Background: an optimization exercise with open tools, aiming at small area and a short achievable clock period. Do not read the settings as production practice. RTL that was checked went through simulation tests only; none was proved equivalent to the original. The RTL of run 3 was laid out without a check of its function. Power figures rest on the tool's default switching activity, not on a simulated workload.

`design.v`:
```
package fx_data_pkg;
  typedef logic [127:0] quad_t;
  typedef logic [31:0] word_t;
  typedef logic [15:0] half_t;
  typedef logic [6:0] reg_addr_t;
  typedef logic [17:0] imm_t;
  typedef logic [10:0] opcode_t;
  typedef logic [2:0] format_t;
  localparam word_t word_max = 32'h7fff_ffff;
  localparam word_t word_min = 32'h8000_0000;
  localparam half_t half_max = 16'h7fff;
  localparam half_t half_min = 16'h8000;
endpackage
package fx_isa_pkg;
  localparam logic [2:0]  fmt_rr   = 3'd0;
  localparam logic [2:0]  fmt_ri10 = 3'd4;
  localparam logic [10:0] op_ah  = 11'b00011001000;
  localparam logic [10:0] op_a   = 11'b00011000000;
  localparam logic [10:0] op_sfh = 11'b00001001000;
  localparam logic [10:0] op_sf  = 11'b00001000000;
  localparam logic [10:0] op_and  = 11'b00011000001;
  localparam logic [10:0] op_or   = 11'b00001000001;
  localparam logic [10:0] op_xor  = 11'b01001000001;
  localparam logic [10:0] op_nand = 11'b00011001001;
  localparam logic [10:0] op_ceqh = 11'b01111001000;
  localparam logic [10:0] op_ceq  = 11'b01111000000;
  localparam logic [10:0] op_cgth = 11'b01001001000;
  localparam logic [10:0] op_cgt  = 11'b01001000000;
  localparam logic [10:0] op_ahi   = 11'b000_00011101;
  localparam logic [10:0] op_ai    = 11'b000_00011100;
  localparam logic [10:0] op_sfhi  = 11'b000_00001101;
  localparam logic [10:0] op_sfi   = 11'b000_00001100;
  localparam logic [10:0] op_ceqhi = 11'b000_01111101;
  localparam logic [10:0] op_ceqi  = 11'b000_01111100;
  localparam logic [10:0] op_cgthi = 11'b000_01001101;
  localparam logic [10:0] op_cgti  = 11'b000_01001100;
  typedef enum logic [3:0] {
    op_none,
    op_add_h,
    op_add_w,
    op_sub_h,
    op_sub_w,
    op_and_q,
    op_or_q,
    op_xor_q,
    op_nand_q,
    op_ceq_h,
    op_ceq_w,
    op_cgt_h,
    op_cgt_w
  } fx_op_e;
endpackage
`timescale 1ns/1ns
import fx_isa_pkg::*;
module fx_decode (
  input  logic         reset,
  input  logic [2:0]   instr_format,
  input  logic [10:0]  op_code,
  input  logic         branch_is_taken,
  output logic         k_add,     
  output logic         k_sub,     
  output logic         k_ceq,     
  output logic         k_cgt,     
  output logic         k_and,
  output logic         k_or,
  output logic         k_xor,
  output logic         k_nand,
  output logic         negate,    
  output logic         is_half,   
  output logic         is_imm,    
  output logic         valid
);
  logic rr, ri;
  logic [7:0] hit;
  assign rr = (instr_format == fmt_rr);
  assign ri = (instr_format == fmt_ri10);
  always_comb begin
    hit = '0;
    if (rr) begin
      case (op_code)
        op_ah, op_a:     hit[0] = 1'b1;
        op_sfh, op_sf:   hit[1] = 1'b1;
        op_ceqh, op_ceq: hit[2] = 1'b1;
        op_cgth, op_cgt: hit[3] = 1'b1;
        op_and:          hit[4] = 1'b1;
        op_or:           hit[5] = 1'b1;
        op_xor:          hit[6] = 1'b1;
        op_nand:         hit[7] = 1'b1;
        default: ;
      endcase
    end else if (ri) begin
      case (op_code)
        op_ahi, op_ai:     hit[0] = 1'b1;
        op_sfhi, op_sfi:   hit[1] = 1'b1;
        op_ceqhi, op_ceqi: hit[2] = 1'b1;
        op_cgthi, op_cgti: hit[3] = 1'b1;
        default: ;
      endcase
    end
  end
  logic live;
  assign live   = ~branch_is_taken & ~reset;
  assign k_add  = hit[0] & live;
  assign k_sub  = hit[1] & live;
  assign k_ceq  = hit[2] & live;
  assign k_cgt  = hit[3] & live;
  assign k_and  = hit[4] & live;
  assign k_or   = hit[5] & live;
  assign k_xor  = hit[6] & live;
  assign k_nand = hit[7] & live;
  assign valid  = (|hit) & live;
  assign is_imm  = instr_format[2];
  assign negate  = instr_format[2] ? ~op_code[4] : ~(op_code[7] | op_code[0]);
  assign is_half = instr_format[2] ? op_code[0] : op_code[3];
endmodule
`timescale 1ns/1ns
module fx_issue_reg (
  input  logic         clock,
  input  logic         k_add, k_sub, k_ceq, k_cgt, k_and, k_or, k_xor, k_nand,
  input  logic         negate,
  input  logic         is_half,
  input  logic         is_imm,
  input  logic [127:0] src_a,
  input  logic [127:0] src_b,
  input  logic [9:0]   imm,
  input  logic [6:0]   in_dest,
  input  logic         in_write,
  output logic         q_ar, q_ceq, q_cgt, q_and, q_or, q_xor, q_nand,
  output logic         q_half,
  output logic [127:0] q_p,         
  output logic [127:0] q_g,         
  output logic [3:0]   q_ps16,      
  output logic [6:0]   q_dest,
  output logic         q_write
);
  logic [15:0]  imm_lo, imm_hi;
  logic [127:0] b, x, p, g, pk, gk;
  logic [3:0]   ps16;
  assign imm_lo = {{6{imm[9]}}, imm};
  assign imm_hi = is_half ? imm_lo : {16{imm[9]}};
  assign b = is_imm ? {4{imm_hi, imm_lo}} : src_b;
  assign x = src_a ^ {128{negate}};
  assign p = x ^ b;
  assign g = x & b;
  for (genvar w = 0; w < 4; w++) begin : g_word
    logic hcin;
    assign hcin = is_half & negate;
    assign pk[32*w]          = p[32*w] ^ negate;
    assign gk[32*w]          = g[32*w] | (p[32*w] & negate);
    assign pk[32*w+1 +: 15]  = p[32*w+1 +: 15];
    assign gk[32*w+1 +: 15]  = g[32*w+1 +: 15];
    assign pk[32*w+16]       = ~is_half & p[32*w+16];
    assign gk[32*w+16]       = g[32*w+16] | (p[32*w+16] & hcin);
    assign ps16[w]           = p[32*w+16] ^ hcin;
    assign pk[32*w+17 +: 15] = p[32*w+17 +: 15];
    assign gk[32*w+17 +: 15] = g[32*w+17 +: 15];
  end
  always_ff @(posedge clock) begin
    q_ar    <= k_add | k_sub;
    q_ceq   <= k_ceq;
    q_cgt   <= k_cgt;
    q_and   <= k_and;
    q_or    <= k_or;
    q_xor   <= k_xor;
    q_nand  <= k_nand;
    q_half  <= is_half;
    q_p     <= pk;
    q_g     <= gk;
    q_ps16  <= ps16;
    q_dest  <= in_dest;
    q_write <= in_write;
  end
endmodule
`timescale 1ns/1ns
module fx_execute (
  input  logic         k_ar,      
  input  logic         k_ceq,
  input  logic         k_cgt,
  input  logic         k_and,
  input  logic         k_or,
  input  logic         k_xor,
  input  logic         k_nand,
  input  logic         is_half,
  input  logic [127:0] p,
  input  logic [127:0] g,
  input  logic [3:0]   ps16,
  output logic [127:0] result
);
  for (genvar w = 0; w < 4; w++) begin : g_word
    logic [31:0] gg [0:5];
    logic [31:0] pp [0:5];
    logic [31:0] c, ps, sum;
    assign gg[0] = g[32*w +: 32];
    assign pp[0] = p[32*w +: 32];
    for (genvar l = 1; l <= 5; l++) begin : g_lv
      for (genvar i = 0; i < 32; i++) begin : g_bit
        if ((i >> (l - 1)) % 2 == 1) begin : g_op
          localparam int J = ((i >> (l - 1)) << (l - 1)) - 1;
          assign gg[l][i] = gg[l-1][i] | (pp[l-1][i] & gg[l-1][J]);
          assign pp[l][i] = pp[l-1][i] & pp[l-1][J];
        end else begin : g_cp
          assign gg[l][i] = gg[l-1][i];
          assign pp[l][i] = pp[l-1][i];
        end
      end
    end
    assign c  = {gg[5][30:0], 1'b0};
    assign ps = {p[32*w+17 +: 15], ps16[w], p[32*w +: 16]};
    assign sum = ps ^ {c[31:17], c[16] & ~is_half, c[15:0]};
    logic ovf_l, ovf_h, sgn_l, sgn_h, eq_l, eq_h;
    assign ovf_l = ~p[32*w+15] & (sum[15] ^ g[32*w+15]);
    assign sgn_l = ovf_l ? g[32*w+15] : sum[15];
    assign ovf_h = ~p[32*w+31] & (sum[31] ^ g[32*w+31]);
    assign sgn_h = ovf_h ? g[32*w+31] : sum[31];
    assign eq_l  = ~|ps[15:0];
    assign eq_h  = ~|ps[31:16];
    logic ovf_lo, sgn_lo, e_lo, e_hi;
    assign ovf_lo = is_half ? ovf_l : ovf_h;
    assign sgn_lo = is_half ? sgn_l : sgn_h;
    assign e_lo   = is_half ? eq_l : (eq_l & eq_h);
    assign e_hi   = is_half ? eq_h : (eq_l & eq_h);
    logic pass_lo, pass_hi, top_lo, rest_lo, top_hi, rest_hi;
    assign pass_lo = k_ar & ~ovf_lo;
    assign pass_hi = k_ar & ~ovf_h;
    assign rest_lo = (k_ar & ovf_lo & ~sgn_lo) | (k_cgt & sgn_lo) | (k_ceq & e_lo);
    assign top_lo  = (k_ar & ovf_lo & (is_half ? sgn_lo : ~sgn_lo)) | (k_cgt & sgn_lo) |
                     (k_ceq & e_lo);
    assign rest_hi = (k_ar & ovf_h & ~sgn_h) | (k_cgt & sgn_h) | (k_ceq & e_hi);
    assign top_hi  = (k_ar & ovf_h & sgn_h) | (k_cgt & sgn_h) | (k_ceq & e_hi);
    logic [31:0] lg, fill, pass;
    assign lg   = ({32{k_and | k_or}} & g[32*w +: 32]) | ({32{k_or | k_xor}} & ps) |
                  ({32{k_nand}} & ~g[32*w +: 32]);
    assign fill = {top_hi, {15{rest_hi}}, top_lo, {15{rest_lo}}};
    assign pass = {{16{pass_hi}}, {16{pass_lo}}};
    assign result[32*w +: 32] = (pass & sum) | fill | lg;
  end
endmodule
`timescale 1ns/1ns
module simple_fixed (
  input  logic                   clock,
  input  logic                   reset,
  input  logic [2:0]             instr_format,
  input  logic [10:0]            op_code,
  input  logic [6:0]             dest_reg_addr,
  input  logic [127:0]           src_reg_a,
  input  logic [127:0]           src_reg_b,
  input  logic [17:0]            imm_value,
  input  logic                   enable_reg_write,
  input  logic                   branch_is_taken,
  output logic [127:0]           wb_data,
  output logic [6:0]             wb_reg_addr,
  output logic                   wb_enable_reg_write
);
  logic k_add, k_sub, k_ceq, k_cgt, k_and, k_or, k_xor, k_nand;
  logic negate, is_half, is_imm, valid;
  fx_decode i_decode (
    .reset           (reset),
    .instr_format    (instr_format),
    .op_code         (op_code),
    .branch_is_taken (branch_is_taken),
    .k_add (k_add), .k_sub (k_sub), .k_ceq (k_ceq), .k_cgt (k_cgt),
    .k_and (k_and), .k_or (k_or), .k_xor (k_xor), .k_nand (k_nand),
    .negate (negate), .is_half (is_half), .is_imm (is_imm), .valid (valid)
  );
  logic         q_ar, q_ceq, q_cgt, q_and, q_or, q_xor, q_nand, q_half, q_write;
  logic [127:0] q_p, q_g, result;
  logic [3:0]   q_ps16;
  logic [6:0]   q_dest;
  fx_issue_reg i_issue_reg (
    .clock (clock),
    .k_add (k_add), .k_sub (k_sub), .k_ceq (k_ceq), .k_cgt (k_cgt),
    .k_and (k_and), .k_or (k_or), .k_xor (k_xor), .k_nand (k_nand),
    .negate (negate), .is_half (is_half), .is_imm (is_imm),
    .src_a (src_reg_a), .src_b (src_reg_b), .imm (imm_value[9:0]),
    .in_dest  (valid ? dest_reg_addr : 7'd0),
    .in_write (valid & enable_reg_write),
    .q_ar (q_ar), .q_ceq (q_ceq), .q_cgt (q_cgt), .q_and (q_and), .q_or (q_or),
    .q_xor (q_xor), .q_nand (q_nand), .q_half (q_half),
    .q_p (q_p), .q_g (q_g), .q_ps16 (q_ps16),
    .q_dest (q_dest), .q_write (q_write)
  );
  fx_execute i_execute (
    .k_ar (q_ar), .k_ceq (q_ceq), .k_cgt (q_cgt), .k_and (q_and), .k_or (q_or),
    .k_xor (q_xor), .k_nand (q_nand), .is_half (q_half),
    .p (q_p), .g (q_g), .ps16 (q_ps16),
    .result (result)
  );
  always_ff @(posedge clock) begin
    if (reset) begin
      wb_data             <= '0;
      wb_reg_addr         <= '0;
      wb_enable_reg_write <= 1'b0;
    end else begin
      wb_data             <= result;
      wb_reg_addr         <= q_dest;
      wb_enable_reg_write <= q_write;
    end
  end
endmodule
```
`standard.sh`:
```
#!/bin/bash
# synth_recipe.tcl (not shown) runs the flow's synth.tcl, then flattens the netlist and writes it again
# the make line also repeats each setting of config.mk as NAME=value (left out here)
make -C /OpenROAD-flow-scripts/flow DESIGN_CONFIG=/design/flow/config.mk WORK_HOME=/design/flow/orfs CLKGATE_MAP_FILE= SYNTH_SCRIPT=/design/flow/synth_recipe.tcl "${@:-finish}"
```
`flow/run.sh`:
```
#!/bin/bash
# The standard layout (standard.sh: unchanged synthesis and steps) with two changes to how
# cells are chosen: the port buffers are the smallest buffer cell instead of the one
# buffer_ports picks by default, and clock tree synthesis uses clkbuf_4/clkbuf_8 in clusters
# of up to 16 sinks, without dummy loads. ORFS writes each step's log under orfs/logs/;
# make's own output goes to make_finish.log.
set -euo pipefail
cd "$(dirname "$0")/.."
bash standard.sh \
  "BUFFER_PORTS_ARGS=-buffer_cell sky130_fd_sc_hd__buf_1" \
  "CTS_ARGS=-sink_clustering_enable -repair_clock_nets -dont_use_dummy_load -buf_list {sky130_fd_sc_hd__clkbuf_4 sky130_fd_sc_hd__clkbuf_8} -sink_clustering_size 16 -sink_clustering_max_diameter 60" \
  finish > make_finish.log 2>&1
```
`constraint.sdc`:
```
create_clock -name core_clock -period 5.0 [get_ports {clock}]
set_input_delay 1.0000 -clock core_clock [delete_from_list [all_inputs] [get_ports {clock}]]
set_output_delay 1.0000 -clock core_clock [all_outputs]
set_load 0.01 [all_outputs]
```
`config.mk`:
```
export PLATFORM = sky130hd
export DESIGN_NAME = simple_fixed
export DESIGN_NICKNAME = simple_fixed
export VERILOG_FILES = /design/flow/design.v
export SDC_FILE = /design/flow/constraint.sdc
export NUM_CORES = 4
export LEC_CHECK = 0
export ABC_AREA = 1
export CAP_MARGIN = 20
export CORE_MARGIN = 2
export CORE_UTILIZATION = 40
export SETUP_SLACK_MARGIN = 2.4
export SLEW_MARGIN = 20
```
==> results of run 1 <==
[cell type report]
class | count | area share
inverters | 320 | 0.0497
diodes | 5 | 0.000502
well taps | 696 | 0.0349
repair buffers | 455 | 0.0754
multi-input cells | 2091 | 0.487
flip-flops and latches | 412 | 0.331
repair inverters | 1 | 0.000201
clock buffers | 39 | 0.0215
[worst max-delay path, stage by stage]
cell and delay (ps):
sky130_fd_sc_hd__clkbuf_8 290, sky130_fd_sc_hd__clkinvlp_4 250, sky130_fd_sc_hd__buf_12 190, sky130_fd_sc_hd__nor2_1 80, sky130_fd_sc_hd__buf_4 210, sky130_fd_sc_hd__nand2_1 70
sky130_fd_sc_hd__nand2_1 530, sky130_fd_sc_hd__nor2_1 120, sky130_fd_sc_hd__ha_1 300
[kinds of logic (layout without fill, tap and decap cells)]
logic type | Yosys count | in the layout | synth area share
buf+inv | 429 | 815 | 0.0792
other cells | 0 | 5 | 0
compound gates | 437 | 437 | 0.123
flops | 412 | 412 | 0.376
fa+ha+maj | 144 | 144 | 0.0834
xor+xnor | 179 | 179 | 0.0714
simple gates | 1330 | 1331 | 0.267
[what timing repair did]
item / in CTS / in global routing
buffers inserted: 0 / 4
gates cloned: 0 / 2
pin swaps: 0 / 2
hold endpoints to repair: 0 / 0
gates resized for setup: 5 / 44
endpoints found under the setup margin: 230 / 134
[through the flow]
step / cells / util / worst slack (ps) / instance area (sq um)
6_report: 4019 / 0.462 / 2460 / 24900
5_1_grt: 4018 / 0.462 / 2390 / 24900
4_1_cts: 4008 / 0.457 / 2410 / 24700
3_5_place_dp: 3969 / 0.447 / 1520 / 24100
3_3_place_gp: 3969 / 0.447 / 1550 / 24100
2_1_floorplan: 2931 / - / 2420 / 22000
[routing by layer]
layer	wire length (microns)	up-vias
li1	-	10300
met1	33000	9510
met2	33300	728
met3	5310	155
met4	2370	2
met5	8	-
[sequential cells by signal, indices dropped and copies added, names as in the netlist, 4 cells and up]
| signal | cells |
|---|---|
| i_issue_reg.q_g | 128 |
| i_issue_reg.q_p | 128 |
| i_issue_reg.q_ps16 | 4 |
| wb_data | 128 |
| wb_reg_addr | 7 |
| i_issue_reg.q_dest | 7 |
[placed cells by master (no fill, tap or decap), types with 7 or more instances in the layout]
| cell type | instances |
|---|---|
| sky130_fd_sc_hd__a21oi_1 | 160 |
| sky130_fd_sc_hd__a21oi_2 | 18 |
| sky130_fd_sc_hd__a221oi_1 | 44 |
| sky130_fd_sc_hd__a31oi_1 | 34 |
| sky130_fd_sc_hd__buf_1 | 423 |
| sky130_fd_sc_hd__buf_4 | 24 |
| sky130_fd_sc_hd__clkbuf_8 | 40 |
| sky130_fd_sc_hd__dfxtp_1 | 410 |
| sky130_fd_sc_hd__ha_1 | 140 |
| sky130_fd_sc_hd__inv_1 | 300 |
| sky130_fd_sc_hd__inv_2 | 8 |
| sky130_fd_sc_hd__nand2_1 | 450 |
| sky130_fd_sc_hd__nand2_2 | 37 |
| sky130_fd_sc_hd__nand2_4 | 17 |
| sky130_fd_sc_hd__nand3_1 | 160 |
| sky130_fd_sc_hd__nand3_2 | 15 |
| sky130_fd_sc_hd__nand3_4 | 9 |
| sky130_fd_sc_hd__nand4_1 | 50 |
| sky130_fd_sc_hd__nor2_1 | 524 |
| sky130_fd_sc_hd__nor2_2 | 26 |
| sky130_fd_sc_hd__nor3_1 | 20 |
| sky130_fd_sc_hd__nor4_1 | 7 |
| sky130_fd_sc_hd__o21ai_0 | 42 |
| sky130_fd_sc_hd__o21ai_1 | 36 |
| sky130_fd_sc_hd__o221ai_1 | 22 |
| sky130_fd_sc_hd__o22ai_1 | 62 |
| sky130_fd_sc_hd__xor2_1 | 174 |
[worst max path at each step]
stage	endpoint	slack [ps]	depth (start not counted)
2_1_floorplan	i_issue_reg.q_ps16[0]	2420	8
3_3_place_gp	i_issue_reg.q_g[32]	1550	7
3_5_place_dp	i_issue_reg.q_p[103]	1520	7
4_1_cts	wb_data[18]	2410	16
5_1_grt	wb_data[99]	2390	18
6_report	i_issue_reg.q_p[120]	2460	9
[power by group through the flow]
| stage | Sequential [W] | Combinational (W) | Clock (W) |
|---|---|---|---|
| 2_1_floorplan | 0.00395 | 0.00146 | 0 |
| 3_3_place_gp | 0.00406 | 0.00194 | 0 |
| 3_5_place_dp | 0.00405 | 0.00196 | 0 |
| 4_1_cts | 0.00398 | 0.00198 | 0.00189 |
| 5_1_grt | 0.00404 | 0.00231 | 0.00201 |
| 6_report | 0.00399 | 0.00200 | 0.00182 |
==> run summary, run 1 <==
In this run the critical register-to-register path is captured at wb_data[99]. Setup repair after global routing could not meet its margin everywhere. The tools report the critical path launch point type as an input pin.

The latest clock arrival within the worst-skew pair is 640 ps. The initialized floorplan defines 85 standard-cell rows. TritonCTS built the clock tree. The tools report the start point of the critical path as instr_format[2]. The pin count of the biggest net entering global routing is 65, and the share of Yosys cell area claimed by the top area cell type is 0.376. The internal power of the cells totals 0.00504 W. The area added between synthesis and finish is 13.6%. Ranked by total cell area, the synthesized netlist is headed by sky130_fd_sc_hd__dfxtp_1 38%, sky130_fd_sc_hd__nor2_1 9.0%, sky130_fd_sc_hd__ha_1 8.0%.

The startpoint identified for the worst register-to-register timing path is i_issue_reg.q_p[97]. The flow ran to the end and the layout has no timing, DRC or antenna violations. The logs give 60.9 ps for the final setup skew and 5639 for the total of fill cells in the finished design. For the finished layout, the period the worst path requires is 2540 ps.

In the final design database the tool counted 3763 nets. For the via count of the first global-routing pass, the log shows 20100. The number of flops mapped to enable cells by yosys is 0, and the final-layout worst hold slack is 394 ps.

The max-slew headroom at the worst pin was 0.253; the portion of the post-synthesis area used by sequential elements was 0.376. The switching power as a share of total power was 0.355; the slack of the worst reg-to-reg path was 2600 ps. In this run the most used layer during global routing was met2. The number of I/O port buffers was 426.

Power spread over the standard cell area amounts to 313 nW/um^2. The horizontal die dimension works out to 238 microns. The final setup violation count is 0. The run gives 0 as the final number of max-transition violations. The endpoint of the worst hold path is wb_reg_addr[1]. The tools report the number of optimization iterations in the first detailed-route pass as 6. Summed negative setup slack over all endpoints: 0 ps. The yosys synthesis warning count is 12, and the flop and latch count out of synthesis is 412.

For this block, the via count after detailed routing is 20700. The share of the clock period used by the worst path is 0.508. The combinational share of power is 0.256. The setup path with the least slack is of type input pin to register. The die is 238 microns tall. For the share of total power in sequential cells, the log shows 0.510. The worst voltage drop across the vdd grid is 0.000221 V, and the share of async-settable or async-resettable flops after synthesis is 0. The logs give 0.421 for the met2 layer usage reported by global route and 56800 sq um for the die outline area.

In this run the remaining antenna-violating nets after routing total 0. The most used flip-flop cell after synthesis is sky130_fd_sc_hd__dfxtp_1. The fraction of layout cells with a size suffix above 1 was 0.0705; the number of sinks on the clock net was 412. After detailed routing, the number of vias per cell comes to 5.16. For this design the total switching power over the nets is 0.00277 W. For the worst flop-to-flop path, the logic depth is 18. Clock-pin slew was measured on the worst setup and hold paths at 90 ps.

The core region is 54000 sq um. The number of hold violations in the final report came out at 0. The initial antenna violation count was 5; the sequential cell area was 8250 sq um. The first global-routing pass estimated 112 mm of wire.

In this run the worst path has a maximum fanout of 35. Across the run, the number of max-cap violations was 0. For the signal arrival time at the worst endpoint, the log shows 3050 ps. The worst hold path begins at i_issue_reg.q_dest[1]. In this run the static leakage power is 11.3 nW. Routability-driven placement finished with a final weighted congestion of 0.921.

For this block, the initial DRC count from the detailed router was 1620. The overall routing resource usage is 0.257, and the number of distinct standard cells referenced by the synthesized netlist is 46. The root cell of the clock tree is sky130_fd_sc_hd__clkbuf_8. The required time at the worst-slack endpoint came out at 5510 ps. The cell count after synthesis is 2931, and the number of cells on the worst hold path is 2. Sorting the synthesized cells by how often they occur yields 529 x sky130_fd_sc_hd__nor2_1, 456 x sky130_fd_sc_hd__nand2_1, 412 x sky130_fd_sc_hd__dfxtp_1. Buffers inserted to repair hold after CTS numbered 0.

The run gives 0 as the DRC violations left. The run gives 3374 as the synthesized netlist net count. The detail-routed net length per standard cell was 18.4 microns; the area used by multi-input combinational logic was 12100 sq um. Sort of element at the end of the critical path: a register.

The synthesized design spends more area on one cell type than any other, namely sky130_fd_sc_hd__dfxtp_1. The transition time at the pin with the least slew margin was 1120 ps. The library cell with the highest instance count after synthesis is sky130_fd_sc_hd__nor2_1. The path class of the tightest hold or removal check is register to register.

The detailed placement HPWL was 53.3 mm. For the global route total overflow, the log shows 0. The overall routed net length is 74.0 mm.

The met3 capacity usage during global routing was 0.0459; the met1 routing resource usage after global routing was 0.341. Buffers inserted during clock tree synthesis total 39. In this run the mean area of a mapped cell was 7.49 sq um. The tools report the maximum clock frequency as 394 MHz.

The number of H-tree branching levels came out at 2. Area of the mapped netlist: 22000 sq um. The clock passes through at most 3 buffers. The share of power burned in the clock network is 0.233, and the number of I/O pins is 435. The completed layout was analyzed and its total power is 0.00781 W. Effective utilization at floorplan: 0.406.
==> inputs of run 2 (changes only) <==
--- a/config.mk
+++ b/config.mk
@@ -10,4 +10,4 @@
 export CORE_MARGIN = 2
-export CORE_UTILIZATION = 40
-export SETUP_SLACK_MARGIN = 2.4
+export CORE_UTILIZATION = 60
+export SETUP_SLACK_MARGIN = 2.55
 export SLEW_MARGIN = 20
==> run summary, run 2 <==
The run gives 37 (was 39) as the number of buffers added by the clock tree synthesis step. The total of fill cells in the finished design was 3165 (was 5639). Setup repair after global routing could not meet its margin everywhere. For the number of sinks on the clock net, the log shows 412 (unchanged).

The deepest clock path buffer count was 3 (unchanged). The required time at the worst-slack endpoint is 5490 ps (was 5510 ps), and the final worst slack is 2570 ps (was 2460 ps). Post-layout total power: 0.00782 W (was 0.00781 W). The flow ran to the end and the layout has no timing, DRC or antenna violations. Main area contributors after synthesis: sky130_fd_sc_hd__dfxtp_1 38%, sky130_fd_sc_hd__nor2_1 9.0%, sky130_fd_sc_hd__ha_1 8.0% (unchanged). For the latest clock arrival within the worst-skew pair, the log shows 630 ps (was 640 ps). Critical setup path kind: input pin to register (unchanged).

The share of the clock period used by the worst path was 0.485 (was 0.508). The initial antenna violation count was 7 (was 5). The routability congestion estimate is 0.946 (was 0.921), and the count of maximum capacitance violations is 0 (unchanged). Prevailing post-synth register cell: sky130_fd_sc_hd__dfxtp_1 (unchanged). The average footprint of a synthesized cell came out at 7.49 sq um (unchanged). Number of design-rule violations left by the first detailed-router iteration: 1704 (was 1620). Largest registers: i_issue_reg.q_g (128), i_issue_reg.q_p (128), wb_data (128) (unchanged). The final core utilization was 0.686 (was 0.462); the stage delay of the slowest cell on the critical path was 330 ps (was 530 ps).

Most frequent standard cell in the layout excluding fill and tap cells: sky130_fd_sc_hd__nor2_1 (unchanged). The total of hold buffers inserted after clock tree synthesis was 0 (unchanged); the final setup skew was 60.9 ps (about the same). The fraction of layout cells with a size suffix above 1 works out to 0.0821 (was 0.0705). The effective utilization at floorplan was 0.604 (was 0.406); the count of buffer and inverter cells on the critical path was 4 (unchanged). Cell breakdown of the critical path: clkbuf_4, clkinvlp_4, buf_4, buf_4, nor2_4, nand2_1, nand2_2, nor2_1, ha_1 (was clkbuf_8, clkinvlp_4, buf_12, nor2_1, buf_4, nand2_1, nand2_1, nor2_1, ha_1). The maximum clock frequency was 412 MHz (was 394 MHz); the area added between synthesis and finish was 13.6% (about the same).

The run gives 0 (unchanged) as the remaining number of nets flagged by the antenna check after routing. The run gives 0 ps (unchanged) as the summed negative setup slack over all endpoints. The area used by multi-input combinational logic came out at 12400 sq um (was 12100 sq um). The via density per instance was 5.70 (was 5.16). The library cell with the highest instance count after synthesis is sky130_fd_sc_hd__nor2_1 (unchanged). The ratio of total power to cell area came out at 313 nW/um^2 (about the same). The tools report the global route total overflow as 0 (unchanged). The logs give 0 (unchanged) for the number of hold violations in the final report and 2660 ps (was 2600 ps) for the slack of the worst reg-to-reg path. The final number of max-transition violations is 0 (unchanged), and the final-stage net count is 3770 (was 3763). The first-pass GRT wire length is 108 mm (was 112 mm). The sort of element at the end of the critical path is a register (unchanged). The number of instances in the placed design came out at 3731 (was 3969). The critical path launch point type is an input pin (unchanged). The logs give 20400 (was 20100) for the via count of the first global-routing pass and 0 (unchanged) for the DRC violations left.

The run gives 46 (unchanged) as the number of distinct standard cells referenced by the synthesized netlist. The flop and latch count out of synthesis came out at 412 (unchanged). The yosys synthesis warning count was 12 (unchanged).

The sequential cell area was 8260 sq um (was 8250 sq um). The signal arrival time at the worst endpoint was 2920 ps (was 3050 ps); the die extent in y was 195 microns (was 238 microns). The run gives 2 (unchanged) as the number of H-tree branching levels. Detail-routed net length per standard cell: 18.9 microns (was 18.4 microns). Counting stages on the worst path, the most repeated cell is sky130_fd_sc_hd__buf_4. For the final setup violation count, the log shows 0 (unchanged).

Total vias in the final route: 21600 (was 20700). The cell type group with the largest total delay on the critical path is simple AND/OR/NAND/NOR gates (was buffers and inverters). Standard cell with the maximum stage delay on the critical path: sky130_fd_sc_hd__nor2_4 (was sky130_fd_sc_hd__nand2_1). For the synthesized netlist net count, the log shows 3374 (unchanged).

The largest fanout on the critical path works out to 7 (was 35). The logs give 0.376 (unchanged) for the portion of the post-synthesis area used by sequential elements and 38100 sq um (was 56800 sq um) for the die outline area. Share of async-settable or async-resettable flops after synthesis: 0 (unchanged). For the overall routing resource usage, the log shows 0.362 (was 0.257). Root cell of the clock tree: sky130_fd_sc_hd__clkbuf_8 (unchanged). The tools report the pin count of the biggest net entering global routing as 89 (was 65). The class of the most critical hold timing path was register to register (unchanged). The number of I/O port buffers works out to 426 (unchanged).

TritonCTS built the clock tree. The worst-case setup slack after placement came out at 1330 ps (was 1520 ps). Commonest cells in the netlist: 529 x sky130_fd_sc_hd__nor2_1, 456 x sky130_fd_sc_hd__nand2_1, 412 x sky130_fd_sc_hd__dfxtp_1 (unchanged). Leakage component of the power: 11.4 nW (was 11.3 nW). The logs give 0.000260 V (was 0.000221 V) for the worst voltage drop across the vdd grid and 3796 (was 4019) for the filler-free cell count of the finished design. The number of standard-cell rows in the floorplan is 70 (was 85). The clock transition at the register clock pins on the worst setup and hold paths after CTS is 90 ps (about the same).

The minimum period implied by the final worst setup slack was 2430 ps (was 2540 ps). The detailed placement HPWL came out at 49.5 mm (was 53.3 mm). Horizontal die dimension: 195 microns (was 238 microns). The number of I/O pins is 435 (unchanged), and the number of optimization iterations in the first detailed-route pass is 6 (unchanged). The overall routed net length was 71.7 mm (was 74.0 mm); the number of flops mapped to enable cells by yosys was 0 (unchanged). The dominant cell type by area after synthesis is sky130_fd_sc_hd__dfxtp_1 (unchanged).

Top library cells by usage in the layout, fill and taps aside: 509 x sky130_fd_sc_hd__nor2_1, 446 x sky130_fd_sc_hd__nand2_1, 424 x sky130_fd_sc_hd__buf_1, 405 x sky130_fd_sc_hd__dfxtp_1, 300 x sky130_fd_sc_hd__inv_1 (was 524 x sky130_fd_sc_hd__nor2_1, 450 x sky130_fd_sc_hd__nand2_1, 423 x sky130_fd_sc_hd__buf_1, 410 x sky130_fd_sc_hd__dfxtp_1, 300 x sky130_fd_sc_hd__inv_1). The transition time at the pin with the least slew margin was 1100 ps (was 1120 ps); the area of the mapped netlist was 22000 sq um (unchanged). The share of Yosys cell area claimed by the top area cell type came out at 0.376 (unchanged). The cell count after synthesis is 2931 (unchanged), and the max-slew headroom at the worst pin is 0.264 (was 0.253). The run gives 36300 sq um (was 54000 sq um) as the area inside the core boundary.
==> run 2: changes by cell type in the layout (fill, tap and decap cells not counted), sizes merged <==
cell	before	now
clkbuf	42	39
nand3	184	185
diode	5	3
nand2	507	511
clkinv	6	5
buf	452	458
clkinvlp	1	2
inv	314	313
==> run 2: area by class of cell <==
class,instances,share of cell area
diodes,3,0.000301
clock buffers,37,0.0204
inverters,320,0.0499
multi-input cells,2096,0.498
flip-flops and latches,412,0.331
well taps,468,0.0235
repair buffers,460,0.0774
==> run 2: cell families (layout without fill, tap and decap cells) <==
| logic type | Yosys count | after routing | synth area share |
|---|---|---|---|
| flops | 412 | 412 | 0.376 |
| other cells | 0 | 3 | 0 |
| simple gates | 1330 | 1336 | 0.267 |
| xor+xnor | 179 | 179 | 0.0714 |
| compound gates | 437 | 437 | 0.123 |
| fa+ha+maj | 144 | 144 | 0.0834 |
| buf+inv | 429 | 817 | 0.0792 |
==> run 2: metrics by stage <==
stage | area (sq um) | hold slack (ps)
final | 24900 | 404
after floorplan | 22000 | 388
after detailed placement | 23800 | 392
after global routing | 24900 | 426
after global placement | 23800 | 389
after CTS | 24500 | 405
==> run 2: power breakdown <==
| part | total, W | internal [W] | switching (W) | leakage [nW] |
|---|---|---|---|---|
| clock | 0.00175 | 0.000664 | 0.00109 | 0.266 |
| sequential | 0.00399 | 0.00364 | 0.000352 | 3.41 |
| combinational | 0.00207 | 0.000722 | 0.00135 | 7.71 |
| total | 0.00782 | 0.00502 | 0.00279 | 11.4 |
==> run 2: worst reg2reg max path, cell delays in order, from the launching register on <==
cell and delay, ps:
sky130_fd_sc_hd__dfxtp_2 350, sky130_fd_sc_hd__ha_1 170, sky130_fd_sc_hd__inv_1 50, sky130_fd_sc_hd__nand2_1 70, sky130_fd_sc_hd__nand2_1 80, sky130_fd_sc_hd__nand2_2 70, sky130_fd_sc_hd__nand2_2 80, sky130_fd_sc_hd__nand2_4 80
sky130_fd_sc_hd__nand2_2 90, sky130_fd_sc_hd__nand2_4 90, sky130_fd_sc_hd__nand2_2 120, sky130_fd_sc_hd__nand2_2 70, sky130_fd_sc_hd__nand2_2 100, sky130_fd_sc_hd__nand4_4 130, sky130_fd_sc_hd__nand2_2 140, sky130_fd_sc_hd__nand3_4 150
sky130_fd_sc_hd__nand2_8 160, sky130_fd_sc_hd__nor2_1 60, sky130_fd_sc_hd__nor2_1 190
==> run 2: worst paths after layout <==
check | from | endpoint | cells past startpoint
setup reg to reg | i_issue_reg.q_g[0] | wb_data[9] | 18
hold / removal | i_issue_reg.q_dest[2] | wb_reg_addr[2] | 2
setup / recovery | instr_format[2] | i_issue_reg.q_p[21] | 9
hold reg to reg | i_issue_reg.q_dest[2] | wb_reg_addr[2] | 2
==> run 2: layer usage <==
layer,share of wire,up-vias,wire length (microns),track usage
met5,0.00074,-,53,0
li1,-,10400,-,-
met4,0.047,8,3350,0.180
met3,0.096,205,6850,0.0718
met1,0.40,9964,28900,0.455
met2,0.45,1079,32500,0.593
==> run 2: what timing repair did <==
| item | 4_1_cts | 5_1_grt |
|---|---|---|
| gates cloned | 3 | 4 |
| resized for setup | 21 | 82 |
| endpoints found under the setup margin | 280 | 175 |
| pin swaps | 2 | 8 |
| setup buffers | 8 | 10 |
==> inputs of run 3 (changes only) <==
--- a/design.v
+++ b/design.v
@@ -67,5 +67,5 @@
   output logic         k_nand,
-  output logic         negate,    
+  output logic [1:0]   negate,    
   output logic         is_half,   
-  output logic         is_imm,    
+  output logic [1:0]   is_imm,    
   output logic         valid
@@ -111,4 +111,6 @@
   assign valid  = (|hit) & live;
-  assign is_imm  = instr_format[2];
-  assign negate  = instr_format[2] ? ~op_code[4] : ~(op_code[7] | op_code[0]);
+  assign is_imm[0] = instr_format[2];
+  assign is_imm[1] = op_code[2];
+  assign negate[0] = instr_format[2] ? ~op_code[4] : ~(op_code[7] | op_code[0]);
+  assign negate[1] = op_code[2] ? ~op_code[4] : ~(op_code[7] | op_code[0]);
   assign is_half = instr_format[2] ? op_code[0] : op_code[3];
@@ -119,5 +121,5 @@
   input  logic         k_add, k_sub, k_ceq, k_cgt, k_and, k_or, k_xor, k_nand,
-  input  logic         negate,
+  input  logic [1:0]   negate,    
   input  logic         is_half,
-  input  logic         is_imm,
+  input  logic [1:0]   is_imm,
   input  logic [127:0] src_a,
@@ -140,4 +142,5 @@
   assign imm_hi = is_half ? imm_lo : {16{imm[9]}};
-  assign b = is_imm ? {4{imm_hi, imm_lo}} : src_b;
-  assign x = src_a ^ {128{negate}};
+  assign b[63:0]   = is_imm[0] ? {2{imm_hi, imm_lo}} : src_b[63:0];
+  assign b[127:64] = is_imm[1] ? {2{imm_hi, imm_lo}} : src_b[127:64];
+  assign x = src_a ^ {{64{negate[1]}}, {64{negate[0]}}};
   assign p = x ^ b;
@@ -145,6 +148,7 @@
   for (genvar w = 0; w < 4; w++) begin : g_word
-    logic hcin;
-    assign hcin = is_half & negate;
-    assign pk[32*w]          = p[32*w] ^ negate;
-    assign gk[32*w]          = g[32*w] | (p[32*w] & negate);
+    logic hcin, cin;
+    assign cin  = negate[w / 2];
+    assign hcin = is_half & cin;
+    assign pk[32*w]          = p[32*w] ^ cin;
+    assign gk[32*w]          = g[32*w] | (p[32*w] & cin);
     assign pk[32*w+1 +: 15]  = p[32*w+1 +: 15];
@@ -254,3 +258,4 @@
   logic k_add, k_sub, k_ceq, k_cgt, k_and, k_or, k_xor, k_nand;
-  logic negate, is_half, is_imm, valid;
+  logic [1:0] negate, is_imm;
+  logic       is_half, valid;
   fx_decode i_decode (
--- a/config.mk
+++ b/config.mk
@@ -10,4 +10,4 @@
 export CORE_MARGIN = 2
-export CORE_UTILIZATION = 60
-export SETUP_SLACK_MARGIN = 2.55
+export CORE_UTILIZATION = 40
+export SETUP_SLACK_MARGIN = 2.4
 export SLEW_MARGIN = 20
==> run summary, run 3 <==
The tools report the root cell of the clock tree as sky130_fd_sc_hd__clkbuf_8 (unchanged). The tools report the sort of element at the end of the critical path as a register (unchanged). TritonCTS built the clock tree. The run gives 0 (unchanged) as the remaining number of nets flagged by the antenna check after routing. Setup repair after global routing could not meet its margin everywhere.

The largest fanout on the critical path came out at 17 (was 7). The share of power burned in the clock network is 0.236 (was 0.224). Top library cells by usage in the layout, fill and taps aside: 554 x sky130_fd_sc_hd__nor2_1, 439 x sky130_fd_sc_hd__nand2_1, 423 x sky130_fd_sc_hd__buf_1, 410 x sky130_fd_sc_hd__dfxtp_1, 294 x sky130_fd_sc_hd__inv_1 (was 509 x sky130_fd_sc_hd__nor2_1, 446 x sky130_fd_sc_hd__nand2_1, 424 x sky130_fd_sc_hd__buf_1, 405 x sky130_fd_sc_hd__dfxtp_1, 300 x sky130_fd_sc_hd__inv_1). The stage delay of the slowest cell on the critical path came out at 400 ps (was 330 ps).

Share of async-settable or async-resettable flops after synthesis: 0 (unchanged). The number of hold violations in the final report is 0 (unchanged), and the number of design-rule violations left by the first detailed-router iteration is 1562 (was 1704). The design internal power is 0.00511 W (was 0.00502 W), and the routability congestion estimate is 0.916 (was 0.946). The ratio of total power to cell area was 317 nW/um^2 (was 313 nW/um^2); the portion of the post-synthesis area used by sequential elements was 0.375 (was 0.376). The flop and latch count out of synthesis came out at 412 (unchanged). The tools report the max-slew headroom at the worst pin as 0.339 (was 0.264).

Cell breakdown of the critical path: clkbuf_4, buf_12, nand2_1, nand2_4, clkinvlp_4, or2_2, o21ai_0, inv_1, nor2_1, nor2_1, ha_1 (was clkbuf_4, clkinvlp_4, buf_4, buf_4, nor2_4, nand2_1, nand2_2, nor2_1, ha_1). Library cell with the highest instance count after synthesis: sky130_fd_sc_hd__nor2_1 (unchanged). The final setup violation count is 0 (unchanged), and the share of total power in sequential cells is 0.503 (was 0.510). Main area contributors after synthesis: sky130_fd_sc_hd__dfxtp_1 38%, sky130_fd_sc_hd__nor2_1 9.6%, sky130_fd_sc_hd__ha_1 8.0% (was sky130_fd_sc_hd__dfxtp_1 38%, sky130_fd_sc_hd__nor2_1 9.0%, sky130_fd_sc_hd__ha_1 8.0%). Final setup skew: 68.3 ps (was 60.9 ps). The die extent in y was 238 microns (was 195 microns); the yosys synthesis warning count was 12 (unchanged). The via count of the first global-routing pass was 19900 (was 20400); the total vias in the final route was 21000 (was 21600). The fraction of layout cells with a size suffix above 1 is 0.0729 (was 0.0821), and the worst-case setup slack after placement is 1040 ps (was 1330 ps). Average footprint of a synthesized cell: 7.43 sq um (was 7.49 sq um). The critical path launch point type was an input pin (unchanged). Via density per instance: 5.19 (was 5.70).

For the number of distinct standard cells referenced by the synthesized netlist, the log shows 44 (was 46). The area of the mapped netlist was 22000 sq um (about the same). The first-pass GRT wire length is 114 mm (was 108 mm), and the share of Yosys cell area claimed by the top area cell type is 0.375 (was 0.376).

The logs give 4048 (was 3796) for the filler-free cell count of the finished design and 3400 (was 3374) for the synthesized netlist net count. The die outline area is 56800 sq um (was 38100 sq um), and the latest clock arrival within the worst-skew pair is 650 ps (was 630 ps). The cell count after synthesis is 2957 (was 2931). The post-layout total power was 0.00794 W (was 0.00782 W); the number of sinks on the clock net was 412 (unchanged). The tools report the overall routed net length as 76.3 mm (was 71.7 mm). The count of buffer and inverter cells on the critical path is 4 (unchanged), and the combinational share of power is 0.261 (was 0.265). The number of standard-cell rows in the floorplan was 85 (was 70); the net switching power was 0.00283 W (was 0.00279 W). The tools report the worst voltage drop across the vdd grid as 0.000190 V (was 0.000260 V). The minimum period implied by the final worst setup slack came out at 2520 ps (was 2430 ps). The tools report the initial antenna violation count as 8 (was 7). Start point of the critical path: instr_format[2] (unchanged). Worst setup path endpoint: i_issue_reg.q_p[55] (was i_issue_reg.q_p[21]). The standard cell with the maximum stage delay on the critical path is sky130_fd_sc_hd__nor2_1 (was sky130_fd_sc_hd__nor2_4). The leakage component of the power was 11.2 nW (was 11.4 nW).

The pin count of the biggest net entering global routing was 66 (was 89); the total of hold buffers inserted after clock tree synthesis was 0 (unchanged). The area inside the core boundary came out at 54000 sq um (was 36300 sq um). Class of the most critical hold timing path: register to register (unchanged).

Number of I/O pins: 435 (unchanged). The number of buffers added by the clock tree synthesis step is 41 (was 37), and the area added between synthesis and finish is 14.0% (was 13.6%). The signal arrival time at the worst endpoint is 3070 ps (was 2920 ps), and the number of H-tree branching levels is 2 (unchanged).

Maximum clock frequency: 396 MHz (was 412 MHz). Detail-routed net length per standard cell: 18.8 microns (was 18.9 microns). The clock transition at the register clock pins on the worst setup and hold paths after CTS is 100 ps (was 90 ps). The critical setup path kind was input pin to register (unchanged).

Deepest clock path buffer count: 3 (unchanged). The share of the clock period used by the worst path came out at 0.505 (was 0.485). The count of maximum capacitance violations came out at 0 (unchanged). The summed negative setup slack over all endpoints was 0 ps (unchanged).

Prevailing post-synth register cell: sky130_fd_sc_hd__dfxtp_1 (unchanged). Final number of max-transition violations: 0 (unchanged). Most used cell along the critical path: sky130_fd_sc_hd__nor2_1 (was sky130_fd_sc_hd__buf_4). The switching power as a share of total power came out at 0.357 (about the same). Startpoint of the worst-slack reg-to-reg timing path: i_issue_reg.q_half (was i_issue_reg.q_g[0]). The tools report the effective utilization at floorplan as 0.407 (was 0.604). Depth of the most critical reg-to-reg path: 7 (was 18). Overall routing resource usage: 0.262 (was 0.362). The final worst slack was 2480 ps (was 2570 ps). The horizontal die dimension is 238 microns (was 195 microns).

The global route total overflow is 0 (unchanged). The most frequent standard cell in the layout excluding fill and tap cells was sky130_fd_sc_hd__nor2_1 (unchanged). The detailed placement HPWL is 55.9 mm (was 49.5 mm), and the number of flops mapped to enable cells by yosys is 0 (unchanged). The tools report the slack of the worst reg-to-reg path as 2520 ps (was 2660 ps). Largest registers: i_issue_reg.q_g (128), i_issue_reg.q_p (128), wb_data (128) (unchanged). The transition time at the pin with the least slew margin works out to 991 ps (was 1100 ps).

Final-stage net count: 3791 (was 3770). The reg-to-reg endpoint was wb_data[99] (was wb_data[9]). Cell type group with the largest total delay on the critical path: simple AND/OR/NAND/NOR gates (unchanged). The run finished with no timing, DRC or antenna violations. The DRC violations left is 0 (unchanged), and the final-layout worst hold slack is 403 ps (was 404 ps). Commonest cells in the netlist: 561 x sky130_fd_sc_hd__nor2_1, 445 x sky130_fd_sc_hd__nand2_1, 412 x sky130_fd_sc_hd__dfxtp_1 (was 529 x sky130_fd_sc_hd__nor2_1, 456 x sky130_fd_sc_hd__nand2_1, 412 x sky130_fd_sc_hd__dfxtp_1).

The logs give 8 (was 6) for the number of optimization iterations in the first detailed-route pass and 5540 ps (was 5490 ps) for the required time at the worst-slack endpoint. The critical path depth was 11 (was 9). The number of instances in the placed design came out at 3990 (was 3731). The dominant cell type by area after synthesis is sky130_fd_sc_hd__dfxtp_1 (unchanged). Number of I/O port buffers: 426 (unchanged).
==> run 3: cell types whose count changed after synthesis, sizes merged, moves of 4 or more <==
cell | before | now
a21oi | 183 | 179
nand2 | 506 | 493
nand3 | 184 | 191
nor2 | 553 | 588
o21ai | 80 | 85
xnor2 | 5 | 64
xor2 | 174 | 115
==> run 3: through the flow <==
stage                      util  area (sq um)
final                     0.464         25100
after global routing      0.464         25100
after CTS                 0.459         24800
after detailed placement  0.447         24200
after global placement    0.447         24200
after floorplan               -         22000
==> run 3: layout make-up <==
cell class                 instances  area, sq um
multi-input combinational       2116        12200
sequential                       412         8250
antenna                            6         15.0
clock buffer                      41          564
fill                            5630        29000
inverter                         319         1230
timing repair buffer             458         1920
tap                              696          871
==> run 3: tightest hold or removal path, stage by stage, from the launching register on <==
cell	delay, ps
sky130_fd_sc_hd__dfxtp_1	300
sky130_fd_sc_hd__inv_1	40
sky130_fd_sc_hd__nor2_1	30
==> run 3: what timing repair did <==
item                       CTS  global route
setup buffers                1             7
cloned                       1             2
gates resized for setup     12            33
pin swaps                    0             5
setup endpoints to repair  120           117
==> run 3: logic make-up after synthesis <==
group / count (synthesis) / synth area share
compound gates: 438 / 0.123
xor+xnor: 179 / 0.0713
fa+ha+maj: 144 / 0.0833
buf+inv: 430 / 0.0782
flops: 412 / 0.375
simple gates: 1354 / 0.269
==> run 3: worst min-delay path by stage <==
stage                     startpoint                  end  cells after the start  slack, ps
2_1_floorplan    i_issue_reg.q_write  wb_enable_reg_write                      2        390
3_3_place_gp   i_issue_reg.q_dest[1]       wb_reg_addr[1]                      2        390
3_5_place_dp   i_issue_reg.q_dest[0]       wb_reg_addr[0]                      2        400
4_1_cts        i_issue_reg.q_dest[1]       wb_reg_addr[1]                      2        410
5_1_grt        i_issue_reg.q_dest[1]       wb_reg_addr[1]                      2        420
6_report       i_issue_reg.q_dest[1]       wb_reg_addr[1]                      2        400
==> run 3: routing by layer <==
layer | wire, microns | vias up | track usage
li1 | - | 10400 | -
met1 | 33800 | 9790 | 0.345
met2 | 35600 | 673 | 0.440
met3 | 4690 | 124 | 0.0419
met4 | 2070 | 6 | 0.0784
met5 | 42 | - | 0
==> run 3: power by group through the flow <==
stage / Sequential [W] / Clock, W / Combinational, W
global placement: 0.00407 / 0 / 0.00200
finish: 0.00400 / 0.00187 / 0.00207
floorplan: 0.00396 / 0 / 0.00150
global route: 0.00406 / 0.00205 / 0.00238
detailed placement: 0.00406 / 0 / 0.00202
CTS: 0.00399 / 0.00194 / 0.00205
==> inputs of run 4 (changes only) <==
--- a/design.v
+++ b/design.v
@@ -67,5 +67,5 @@
   output logic         k_nand,
-  output logic [1:0]   negate,    
+  output logic         negate,    
   output logic         is_half,   
-  output logic [1:0]   is_imm,    
+  output logic         is_imm,    
   output logic         valid
@@ -111,6 +111,4 @@
   assign valid  = (|hit) & live;
-  assign is_imm[0] = instr_format[2];
-  assign is_imm[1] = op_code[2];
-  assign negate[0] = instr_format[2] ? ~op_code[4] : ~(op_code[7] | op_code[0]);
-  assign negate[1] = op_code[2] ? ~op_code[4] : ~(op_code[7] | op_code[0]);
+  assign is_imm  = instr_format[2];
+  assign negate  = instr_format[2] ? ~op_code[4] : ~(op_code[7] | op_code[0]);
   assign is_half = instr_format[2] ? op_code[0] : op_code[3];
@@ -121,5 +119,5 @@
   input  logic         k_add, k_sub, k_ceq, k_cgt, k_and, k_or, k_xor, k_nand,
-  input  logic [1:0]   negate,    
+  input  logic         negate,
   input  logic         is_half,
-  input  logic [1:0]   is_imm,
+  input  logic         is_imm,
   input  logic [127:0] src_a,
@@ -129,3 +127,6 @@
   input  logic         in_write,
-  output logic         q_ar, q_ceq, q_cgt, q_and, q_or, q_xor, q_nand,
+  output logic         q_ar, q_ceq, q_cgt,
+  output logic         q_lg_g,      
+  output logic         q_lg_p,      
+  output logic         q_lg_n,      
   output logic         q_half,
@@ -142,5 +143,4 @@
   assign imm_hi = is_half ? imm_lo : {16{imm[9]}};
-  assign b[63:0]   = is_imm[0] ? {2{imm_hi, imm_lo}} : src_b[63:0];
-  assign b[127:64] = is_imm[1] ? {2{imm_hi, imm_lo}} : src_b[127:64];
-  assign x = src_a ^ {{64{negate[1]}}, {64{negate[0]}}};
+  assign b = is_imm ? {4{imm_hi, imm_lo}} : src_b;
+  assign x = src_a ^ {128{negate}};
   assign p = x ^ b;
@@ -148,7 +148,6 @@
   for (genvar w = 0; w < 4; w++) begin : g_word
-    logic hcin, cin;
-    assign cin  = negate[w / 2];
-    assign hcin = is_half & cin;
-    assign pk[32*w]          = p[32*w] ^ cin;
-    assign gk[32*w]          = g[32*w] | (p[32*w] & cin);
+    logic hcin;
+    assign hcin = is_half & negate;
+    assign pk[32*w]          = p[32*w] ^ negate;
+    assign gk[32*w]          = g[32*w] | (p[32*w] & negate);
     assign pk[32*w+1 +: 15]  = p[32*w+1 +: 15];
@@ -165,6 +164,5 @@
     q_cgt   <= k_cgt;
-    q_and   <= k_and;
-    q_or    <= k_or;
-    q_xor   <= k_xor;
-    q_nand  <= k_nand;
+    q_lg_g  <= k_and | k_or;
+    q_lg_p  <= k_or | k_xor;
+    q_lg_n  <= k_nand;
     q_half  <= is_half;
@@ -182,6 +180,5 @@
   input  logic         k_cgt,
-  input  logic         k_and,
-  input  logic         k_or,
-  input  logic         k_xor,
-  input  logic         k_nand,
+  input  logic         lg_g,      
+  input  logic         lg_p,
+  input  logic         lg_n,
   input  logic         is_half,
@@ -234,4 +231,3 @@
     logic [31:0] lg, fill, pass;
-    assign lg   = ({32{k_and | k_or}} & g[32*w +: 32]) | ({32{k_or | k_xor}} & ps) |
-                  ({32{k_nand}} & ~g[32*w +: 32]);
+    assign lg   = ({32{lg_g}} & g[32*w +: 32]) | ({32{lg_p}} & ps) | ({32{lg_n}} & ~g[32*w +: 32]);
     assign fill = {top_hi, {15{rest_hi}}, top_lo, {15{rest_lo}}};
@@ -258,4 +254,3 @@
   logic k_add, k_sub, k_ceq, k_cgt, k_and, k_or, k_xor, k_nand;
-  logic [1:0] negate, is_imm;
-  logic       is_half, valid;
+  logic negate, is_half, is_imm, valid;
   fx_decode i_decode (
@@ -269,3 +264,3 @@
   );
-  logic         q_ar, q_ceq, q_cgt, q_and, q_or, q_xor, q_nand, q_half, q_write;
+  logic         q_ar, q_ceq, q_cgt, q_lg_g, q_lg_p, q_lg_n, q_half, q_write;
   logic [127:0] q_p, q_g, result;
@@ -281,4 +276,4 @@
     .in_write (valid & enable_reg_write),
-    .q_ar (q_ar), .q_ceq (q_ceq), .q_cgt (q_cgt), .q_and (q_and), .q_or (q_or),
-    .q_xor (q_xor), .q_nand (q_nand), .q_half (q_half),
+    .q_ar (q_ar), .q_ceq (q_ceq), .q_cgt (q_cgt),
+    .q_lg_g (q_lg_g), .q_lg_p (q_lg_p), .q_lg_n (q_lg_n), .q_half (q_half),
     .q_p (q_p), .q_g (q_g), .q_ps16 (q_ps16),
@@ -287,4 +282,4 @@
   fx_execute i_execute (
-    .k_ar (q_ar), .k_ceq (q_ceq), .k_cgt (q_cgt), .k_and (q_and), .k_or (q_or),
-    .k_xor (q_xor), .k_nand (q_nand), .is_half (q_half),
+    .k_ar (q_ar), .k_ceq (q_ceq), .k_cgt (q_cgt),
+    .lg_g (q_lg_g), .lg_p (q_lg_p), .lg_n (q_lg_n), .is_half (q_half),
     .p (q_p), .g (q_g), .ps16 (q_ps16),
--- a/config.mk
+++ b/config.mk
@@ -11,3 +11,3 @@
 export CORE_UTILIZATION = 40
-export SETUP_SLACK_MARGIN = 2.4
+export SETUP_SLACK_MARGIN = 3.0
 export SLEW_MARGIN = 20
==> run summary, run 4 <==
The average footprint of a synthesized cell works out to 7.55 sq um (was 7.43 sq um). The via density per instance is 5.31 (was 5.19). The class of the most critical hold timing path is register to register (unchanged).

The run gives 3 (unchanged) as the deepest clock path buffer count. The share of async-settable or async-resettable flops after synthesis came out at 0 (unchanged). The number of instances in the placed design was 3935 (was 3990). Main area contributors after synthesis: sky130_fd_sc_hd__dfxtp_1 38%, sky130_fd_sc_hd__nor2_1 9.0%, sky130_fd_sc_hd__ha_1 8.0% (was sky130_fd_sc_hd__dfxtp_1 38%, sky130_fd_sc_hd__nor2_1 9.6%, sky130_fd_sc_hd__ha_1 8.0%). The met1 routing resource usage after global routing came out at 0.357 (was 0.345). The fraction of layout cells with a size suffix above 1 came out at 0.293 (was 0.0729).

Final setup skew: 82.2 ps (was 68.3 ps). The run gives 2740 ps (was 2520 ps) as the slack of the worst reg-to-reg path. Most frequent standard cell in the layout excluding fill and tap cells: sky130_fd_sc_hd__nor2_1 (unchanged).

The final setup violation count came out at 0 (unchanged). The share of Yosys cell area claimed by the top area cell type is 0.375 (about the same), and the DRC violations left is 0 (unchanged). The via count of the first global-routing pass is 20900 (was 19900). For the met3 capacity usage during global routing, the log shows 0.0471 (was 0.0419). The clock transition at the register clock pins on the worst setup and hold paths after CTS is 100 ps (about the same), and the number of standard-cell rows in the floorplan is 85 (unchanged). Critical path launch point type: a register (was an input pin). Largest registers: i_issue_reg.q_g (128), i_issue_reg.q_p (128), wb_data (128) (unchanged). The prevailing post-synth register cell was sky130_fd_sc_hd__dfxtp_1 (unchanged).

The run gives 3885 (was 3791) as the final-stage net count. Number of H-tree branching levels: 2 (unchanged). For the filler-free cell count of the finished design, the log shows 4144 (was 4048). The latest clock arrival within the worst-skew pair was 660 ps (was 650 ps). The tools report the initial antenna violation count as 14 (was 8).

Standard cell with the maximum stage delay on the critical path: sky130_fd_sc_hd__dfxtp_2 (was sky130_fd_sc_hd__nor2_1). The pin count of the biggest net entering global routing is 69 (was 66). The signal arrival time at the worst endpoint is 2750 ps (was 3070 ps), and the synthesized netlist net count is 3349 (was 3400). The die outline area came out at 56700 sq um (was 56800 sq um). The die extent in y was 238 microns (about the same). Sort of element at the end of the critical path: a register (unchanged). Busiest metal layer after global routing: met2 (unchanged).

Summed negative setup slack over all endpoints: 0 ps (unchanged). The transition time at the pin with the least slew margin is 1090 ps (was 991 ps). The root cell of the clock tree was sky130_fd_sc_hd__clkbuf_8 (unchanged).

The number of flops mapped to enable cells by yosys came out at 0 (unchanged). Setup repair after global routing could not meet its margin everywhere. The routability congestion estimate was 0.880 (was 0.916); the first-pass GRT wire length was 119 mm (was 114 mm). The worst voltage drop across the vdd grid came out at 0.000171 V (was 0.000190 V). The number of optimization iterations in the first detailed-route pass was 8 (unchanged).

The tools report the number of buffers added by the clock tree synthesis step as 43 (was 41). Top library cells by usage in the layout, fill and taps aside: 456 x sky130_fd_sc_hd__nor2_1, 349 x sky130_fd_sc_hd__nand2_1, 287 x sky130_fd_sc_hd__buf_1, 284 x sky130_fd_sc_hd__dfxtp_1, 264 x sky130_fd_sc_hd__inv_1 (was 554 x sky130_fd_sc_hd__nor2_1, 439 x sky130_fd_sc_hd__nand2_1, 423 x sky130_fd_sc_hd__buf_1, 410 x sky130_fd_sc_hd__dfxtp_1, 294 x sky130_fd_sc_hd__inv_1). Leakage component of the power: 13.4 nW (was 11.2 nW).

Post-layout total power: 0.00857 W (was 0.00794 W). Commonest cells in the netlist: 525 x sky130_fd_sc_hd__nor2_1, 451 x sky130_fd_sc_hd__nand2_1, 411 x sky130_fd_sc_hd__dfxtp_1 (was 561 x sky130_fd_sc_hd__nor2_1, 445 x sky130_fd_sc_hd__nand2_1, 412 x sky130_fd_sc_hd__dfxtp_1). The number of I/O pins is 435 (unchanged), and the portion of the post-synthesis area used by sequential elements is 0.375 (about the same). The run gives 0 (unchanged) as the number of hold violations in the final report. The maximum clock frequency came out at 443 MHz (was 396 MHz). The number of distinct standard cells referenced by the synthesized netlist was 48 (was 44); the final number of max-transition violations was 0 (unchanged).

The area of the mapped netlist is 21900 sq um (was 22000 sq um), and the horizontal die dimension is 238 microns (about the same). The ratio of total power to cell area was 289 nW/um^2 (was 317 nW/um^2); the total of hold buffers inserted after clock tree synthesis was 0 (unchanged). Library cell with the highest instance count after synthesis: sky130_fd_sc_hd__nor2_1 (unchanged). The share of the clock period used by the worst path was 0.452 (was 0.505). The cell count after synthesis is 2906 (was 2957), and the number of I/O port buffers is 426 (unchanged).

The tools report the global route total overflow as 0 (unchanged). TritonCTS built the clock tree. The largest fanout on the critical path works out to 8 (was 17). For the overall routed net length, the log shows 82.3 mm (was 76.3 mm). Total vias in the final route: 22000 (was 21000). The detail-routed net length per standard cell is 19.9 microns (was 18.8 microns).

The stage delay of the slowest cell on the critical path is 330 ps (was 400 ps), and the area added between synthesis and finish is 35.1% (was 14.0%). The run gives 12 (unchanged) as the yosys synthesis warning count. The critical setup path kind was register to register (was input pin to register). The flop and latch count out of synthesis is 411 (was 412). For the number of sinks on the clock net, the log shows 411 (was 412). The number of design-rule violations left by the first detailed-router iteration is 1533 (was 1562). The cell type group with the largest total delay on the critical path was simple AND/OR/NAND/NOR gates (unchanged). The logs give 5500 ps (was 5540 ps) for the required time at the worst-slack endpoint and 0.275 (was 0.262) for the overall routing resource usage.

Most used cell along the critical path: sky130_fd_sc_hd__nand2_2 (was sky130_fd_sc_hd__nor2_1). Cell breakdown of the critical path: ha_2, inv_2, nand2_2, nand2_2, nand2_2, nand2_2, nand2_4, nand2_4, nand2_8, nand2_8, nand2_4, buf_4, nand4_1, nand3_4, buf_4, nor2_2, a21oi_2 (was clkbuf_4, buf_12, nand2_1, nand2_4, clkinvlp_4, or2_2, o21ai_0, inv_1, nor2_1, nor2_1, ha_1). The run finished with no timing, DRC or antenna violations. The area inside the core boundary is 54000 sq um (unchanged), and the count of maximum capacitance violations is 0 (unchanged). The count of buffer and inverter cells on the critical path is 3 (was 4). The max-slew headroom at the worst pin came out at 0.275 (was 0.339).

The remaining number of nets flagged by the antenna check after routing came out at 0 (unchanged). The dominant cell type by area after synthesis is sky130_fd_sc_hd__dfxtp_1 (unchanged). The detailed placement HPWL came out at 52.8 mm (was 55.9 mm).

Effective utilization at floorplan: 0.406 (was 0.407). The met2 layer usage reported by global route was 0.453 (was 0.440). Minimum period implied by the final worst setup slack: 2260 ps (was 2520 ps).
[run 4: timing repair]
| item | in CTS | in global routing |
|---|---|---|
| gates cloned | 16 | 4 |
| resized for setup | 652 | 335 |
| pin swaps | 96 | 137 |
| buffers inserted | 91 | 47 |
| setup endpoints to repair | 529 | 327 |
[run 4: cell type report]
| class | instances | area [sq um] |
|---|---|---|
| antenna | 8 | 20.0 |
| clock buffer | 43 | 592 |
| fill | 5131 | 24400 |
| inverter | 302 | 1240 |
| multi-input combinational | 2090 | 14500 |
| sequential | 411 | 8410 |
| tap | 696 | 871 |
| timing repair buffer | 588 | 3920 |
| timing repair inverter | 6 | 58.8 |
[run 4: report_power, final]
| part | switching, W | total (W) | leakage (nW) | internal (W) |
|---|---|---|---|---|
| clock | 0.00116 | 0.00193 | 0.309 | 0.000765 |
| combinational | 0.00160 | 0.00260 | 9.65 | 0.00100 |
| sequential | 0.000396 | 0.00404 | 3.44 | 0.00365 |
| total | 0.00316 | 0.00857 | 13.4 | 0.00541 |
[run 4: worst paths after layout]
kind	endpoint	start	cells after the start
min reg2reg	wb_reg_addr[2]	i_issue_reg.q_dest[2]	2
min	wb_reg_addr[2]	i_issue_reg.q_dest[2]	2
max	wb_data[90]	i_issue_reg.q_g[64]	17
max reg2reg	wb_data[90]	i_issue_reg.q_g[64]	17
[run 4: worst reg2reg max path, delay by kind of cell (launching register included)]
family / cells / cell delay, ps
AOI/OAI and AO/OA: 1 / 70
adders and majority gates: 1 / 180
buffers and inverters: 3 / 450
DFF: 1 / 330
and+or+nand+nor: 12 / 1090
[run 4: kinds of logic after synthesis]
family	synth area share
xor+xnor	0.0711
fa+ha+maj	0.0835
buf+inv	0.0767
simple gates	0.273
flops	0.375
compound gates	0.120
[run 4: routing by layer]
metal	share of wire	vias up
met1	0.43	10400
met5	0.00063	-
met4	0.042	8
met3	0.064	195
met2	0.47	787
li1	-	10600
[run 4: through the flow]
step / hold WS (ps) / worst slack, ps / cell area (sq um) / util
after global placement: 388 / 1560 / 24100 / 0.447
final: 392 / 2740 / 29600 / 0.549
after detailed placement: 395 / 1520 / 24100 / 0.447
after global routing: 411 / 2690 / 29600 / 0.549
after CTS: 406 / 2820 / 27900 / 0.516
after floorplan: 388 / 2630 / 22100 / -
==> inputs of run 5 (changes only) <==
--- a/config.mk
+++ b/config.mk
@@ -11,3 +11,3 @@
 export CORE_UTILIZATION = 40
-export SETUP_SLACK_MARGIN = 3.0
+export SETUP_SLACK_MARGIN = 2.85
 export SLEW_MARGIN = 20
==> run summary, run 5 <==
The flow ran to the end and the layout has no timing, DRC or antenna violations. The logs give 0 (unchanged) for the DRC violations left and 2750 ps (about the same) for the signal arrival time at the worst endpoint. The final setup violation count was 0 (unchanged); the area of the mapped netlist was 21900 sq um (unchanged).

The leakage component of the power is 12.6 nW (was 13.4 nW). Library cell with the highest instance count after synthesis: sky130_fd_sc_hd__nor2_1 (unchanged). The tools report the total vias in the final route as 21600 (was 22000).

Commonest cells in the netlist: 525 x sky130_fd_sc_hd__nor2_1, 451 x sky130_fd_sc_hd__nand2_1, 411 x sky130_fd_sc_hd__dfxtp_1 (unchanged). The maximum clock frequency is 453 MHz (was 443 MHz), and the overall routing resource usage is 0.264 (was 0.275). The share of total power in sequential cells was 0.489 (was 0.472); the final number of max-transition violations was 0 (unchanged).

The minimum period implied by the final worst setup slack was 2210 ps (was 2260 ps); the flop and latch count out of synthesis was 411 (unchanged). The tools report the number of I/O pins as 435 (unchanged). The detailed placement HPWL is 52.8 mm (about the same), and the number of optimization iterations in the first detailed-route pass is 6 (was 8). TritonCTS built the clock tree. The average footprint of a synthesized cell was 7.55 sq um (unchanged); the stage delay of the slowest cell on the critical path was 350 ps (was 330 ps).

The number of design-rule violations left by the first detailed-router iteration was 1320 (was 1533). Top library cells by usage in the layout, fill and taps aside: 477 x sky130_fd_sc_hd__nor2_1, 384 x sky130_fd_sc_hd__nand2_1, 341 x sky130_fd_sc_hd__dfxtp_1, 319 x sky130_fd_sc_hd__buf_1, 267 x sky130_fd_sc_hd__inv_1 (was 456 x sky130_fd_sc_hd__nor2_1, 349 x sky130_fd_sc_hd__nand2_1, 287 x sky130_fd_sc_hd__buf_1, 284 x sky130_fd_sc_hd__dfxtp_1, 264 x sky130_fd_sc_hd__inv_1).
[run 5: cell counts after synthesis]
Identical to the previous run, type by type.
[run 5: per-stage QoR]
| stage | hold WS [ps] | util | setup slack [ps] | std cells | power, W |
|---|---|---|---|---|---|
| after CTS | 398 | 0.486 | 2760 | 4031 | 0.00805 |
| after detailed placement | 393 | 0.447 | 1510 | 3942 | 0.00598 |
| after global placement | 389 | 0.447 | 1550 | 3942 | 0.00596 |
| after global routing | 398 | 0.512 | 2660 | 4083 | 0.00875 |
| after floorplan | 388 | - | 2630 | 2906 | 0.00541 |
| final | 389 | 0.512 | 2790 | 4085 | 0.00824 |
[run 5: kinds of logic after synthesis]
kind of cell	synth area share
and+or+nand+nor	0.273
AOI/OAI and AO/OA	0.120
buffers and inverters	0.0767
DFF	0.375
xor gates and xnor gates	0.0711
adders and majority gates	0.0835
[run 5: worst paths after layout]
kind / start / depth (start not counted) / end / slack [ps]
setup / recovery: i_issue_reg.q_p[33] / 20 / wb_data[40] / 2790
hold / removal: i_issue_reg.q_dest[4] / 2 / wb_reg_addr[4] / 390
setup reg to reg: i_issue_reg.q_p[33] / 20 / wb_data[40] / 2790
hold reg to reg: i_issue_reg.q_dest[4] / 2 / wb_reg_addr[4] / 390
[run 5: routing by layer]
metal  routed length (microns)  global-route usage  part of all wire
met2                     36100               0.431              0.46
met3                      5290              0.0445             0.067
met5                        19                   0           0.00024
met4                      3230               0.111             0.041
met1                     34300               0.346              0.43
[run 5: worst register-to-register path, stage by stage (launching register included)]
cell and delay, ps:
sky130_fd_sc_hd__dfxtp_2 350, sky130_fd_sc_hd__ha_2 160, sky130_fd_sc_hd__inv_1 30, sky130_fd_sc_hd__nand2_1 70, sky130_fd_sc_hd__nand2_1 60, sky130_fd_sc_hd__nand2_2 80, sky130_fd_sc_hd__nand2_2 70, sky130_fd_sc_hd__nand2_4 100
sky130_fd_sc_hd__nand2_4 60, sky130_fd_sc_hd__nand2_4 100, sky130_fd_sc_hd__nand2_4 70, sky130_fd_sc_hd__nand3_2 100, sky130_fd_sc_hd__nand3_1 90, sky130_fd_sc_hd__nand3_1 100, sky130_fd_sc_hd__nand2_2 80, sky130_fd_sc_hd__inv_2 80
sky130_fd_sc_hd__nand2_4 70, sky130_fd_sc_hd__buf_12 150, sky130_fd_sc_hd__buf_12 140, sky130_fd_sc_hd__nor2_4 80, sky130_fd_sc_hd__nor2_1 40
[run 5: area by class of cell]
class | count | area, sq um
sequential | 411 | 8330
timing repair inverter | 6 | 45.0
antenna | 10 | 25.0
inverter | 302 | 1210
clock buffer | 42 | 578
fill | 5493 | 26400
tap | 696 | 871
timing repair buffer | 529 | 2970
multi-input combinational | 2089 | 13600
[run 5: what timing repair did]
action | 4_1_cts | 5_1_grt
pin swaps | 50 | 56
setup buffers | 38 | 38
endpoints found under the hold margin | 0 | 0
gates resized for setup | 364 | 266
gates cloned | 9 | 6
setup endpoints to repair | 496 | 171
[run 5: power groups by stage]
stage                     clock network [W]  logic, W  registers (W)
after floorplan                           0   0.00146        0.00396
after global placement                    0   0.00190        0.00406
after detailed placement                  0   0.00192        0.00406
after CTS                           0.00196   0.00210        0.00400
after global routing                0.00207   0.00260        0.00408
final                               0.00190   0.00231        0.00403

Re-timed with assumed drivers on the ports (clkbuf_16 on the clock, buf_2 on other inputs), run 5 has 2.793 ns of setup slack against 2.793 ns with ideal ports, and 2.198 ns once port delays also move by the mid clock arrival of 0.675 ns.
